From an optimization exercise on the open Yosys and OpenROAD flow, aimed at small area, a short achievable clock period and few clock cycles per item; shortcuts taken in it are not production practice. Only simulation tests tie the RTL to the original design; equivalence was not proved.

## red
// pressure_rolling_average
module pressure_rolling_average (
    input  logic         clk,
    input  logic         rst_n,
    input  logic         s_tvalid,
    output logic         s_tready,
    input  logic [15:0]  s_tdata,    
    output logic         m_tvalid,
    input  logic         m_tready,
    output logic [39:0]  m_tdata,    
    output logic         m_tuser,    
    input  logic         cfg_valid,
    output logic         cfg_ready,
    input  logic [1:0]   cfg_index,
    input  logic [12:0]  cfg_data
);
Size in the first run: about 5400 cells after synthesis, roughly 1000 flip-flops, ~80 I/O pins, ~65000 um2 of cells after synthesis.
Settings: LEC_CHECK=0, CAP_MARGIN=20, CORE_MARGIN=2, CORE_UTILIZATION=40, SETUP_SLACK_MARGIN=4.3, SLEW_MARGIN=20; clock period 8.5 ns.
run.sh (not shown) runs the stock make flow with config.mk's settings and CLKGATE_MAP_FILE= SYNTH_SCRIPT=/design/flow/synth_recipe.tcl, a recipe that flattens the netlist after the stock synthesis.
Testbench counts of red, summed over its fixed seeds: cycles 5,923, items 4,835.
Changes in blue relative to red:
- SETUP_SLACK_MARGIN now 4.6, was 4.3
--- outcome ---
Result: PASS for each of blue and red. Area enclosed by the die boundary: blue vs red identical. blue vs. red: slack of the worst reg-to-reg path moved up; via count moved up; time the worst path needs with I/O delays and setup moved down.

* * *

pressure_rolling_average, a different RTL version from the one above (not shown whole).
For scale: roughly 5400 cells after synthesis, about 990 flip-flops, about 80 I/O pins, about 63000 um^2 of cells after synthesis.
## pressure_rolling_average
module pressure_rolling_average (
    input  logic         clk,
    input  logic         rst_n,
    input  logic         s_tvalid,
    output logic         s_tready,
    input  logic [15:0]  s_tdata,    
    output logic         m_tvalid,
    input  logic         m_tready,
    output logic [39:0]  m_tdata,    
    output logic         m_tuser,    
    input  logic         cfg_valid,
    output logic         cfg_ready,
    input  logic [1:0]   cfg_index,
    input  logic [12:0]  cfg_data
);
clock: 8.5 ns
lec_check: 0
cap_margin: 20
core_margin: 2
core_utilization: 40
setup_slack_margin: 3.8
slew_margin: 20
The starting point passed the timing, design-rule and antenna checks.
Testbench counts at the start, summed over its fixed seeds: cycles 5,843, items 4,835.
Then changed:
Settings changed: SETUP_SLACK_MARGIN 3.8 to 5.0.
Outcome: The changed run completed with no timing, DRC or antenna violations. Fmax climbs by a few percent. Die area does not change. Worst setup slack improved by 0.18 ns. Global-route usage goes up by 3.0 points.
Then changed:
Settings changed: SETUP_SLACK_MARGIN 5.0 to 4.2.
Effect: The changed run went through all stages and came out clean. Utilization drops by 6.2 points. Area after synthesis stays the same. Non-clock buffer count goes down by 500. Routed wire length falls by 16%. Worst hold slack is about the same. Clock skew decreases by 0.0094 ns. Cell area went down by 12%. Critical path depth is unchanged.

* * *

Starting RTL as in the previous note.
// pressure_rolling_average
module pressure_rolling_average (
    input  logic         clk,
    input  logic         rst_n,
    input  logic         s_tvalid,
    output logic         s_tready,
    input  logic [15:0]  s_tdata,    
    output logic         m_tvalid,
    input  logic         m_tready,
    output logic [39:0]  m_tdata,    
    output logic         m_tuser,    
    input  logic         cfg_valid,
    output logic         cfg_ready,
    input  logic [1:0]   cfg_index,
    input  logic [12:0]  cfg_data
);
make LEC_CHECK=0 CAP_MARGIN=20 CORE_MARGIN=2 CORE_UTILIZATION=40 SETUP_SLACK_MARGIN=3.5 SLEW_MARGIN=20 finish   # period 8.5 ns
The starting point finished clean.
Testbench counts at the start, summed over its fixed seeds: cycles 5,843, items 4,835.
Rerun with:
SETUP_SLACK_MARGIN = 4.6   (was 3.5)
Result: Hold slack barely changes. Synthesized area is unchanged. Clock-buffer cell count rose by 2. Global-route usage rose by 1.0 points. Routed wire length rose by 8.2%. Non-clock buffer count rose by 321. Die area does not change.

* * *

Another version of the RTL of pressure_rolling_average (not shown whole).
For scale: ~5200 cells after synthesis.
make LEC_CHECK=0 CAP_MARGIN=20 CORE_MARGIN=2 CORE_UTILIZATION=40 SLEW_MARGIN=20 finish   # period 8.5 ns
Testbench counts at the start, summed over its fixed seeds: cycles 5,923, items 4,835.
Next try:
- SETUP_SLACK_MARGIN: unset -> 3.0
Outcome: The new run produced a clean layout. Utilization is higher by 2.0 points. Hold slack gets better by 0.019 ns. Worst setup slack improves by 1.4 ns. Clock skew hardly moves. Non-clock buffer count grows by 177. Count of clock-buffer cells in the layout goes down by 15. Sequential cell count stays the same. First-iteration DRC count climbs by 7.2%.
Next try:
- SETUP_SLACK_MARGIN: 3.0 -> 4.0
The changed run finished clean.
Non-clock buffer count rose by 498.
Die area is unchanged.
Utilization rose by 6.2 points.
Fmax hardly moves.

-- what the ideal ports hide --
Ports are ideal in the flow. The routed layouts listed here were re-timed in OpenROAD. Step 1 sets driving cells, clkbuf_16 on the clock port and buf_2 on the other inputs (assumed; they add their load-dependent delay and slew). Step 2 also shifts input and output timing later by t, the mid clock arrival at the registers, as if the neighbouring blocks saw the same clock. Three values: ideal, step 1, step 2; two values: the first two.
run	t (ns)	setup WS [ns]	hold WS [ns]
red	0.827	4.331 / 4.363 / 3.552	0.387 / 0.387 / 0.387
blue	0.826	4.445 / 4.445 / 3.871	0.396 / 0.396 / 0.396
the first run of note 2	0.830	3.932 / 3.932 / 3.366	0.404 / 0.404 / 0.404
the second run of note 2	0.829	4.111 / 4.111 / 3.771	0.405 / 0.405 / 0.405
the third run of note 2	0.825	4.087 / 4.087 / 3.485	0.406 / 0.406 / 0.406
the first run of note 3	0.817	3.790 / 3.790 / 3.244	0.409 / 0.409 / 0.409
the second run of note 3	0.843	4.209 / 4.209 / 3.760	0.408 / 0.408 / 0.408
the first run of note 4	0.786	1.530 / 1.530 / 1.530	0.391 / 0.391 / 0.391
the second run of note 4	0.789	2.963 / 2.963 / 2.963	0.410 / 0.410 / 0.410
the third run of note 4	0.808	2.968 / 2.968 / 2.968	0.413 / 0.413 / 0.413
After both steps every run listed still meets setup and hold. The setup slack of red, which loses most, moves by +0.032 ns with the drivers and by -0.779 ns with both steps.
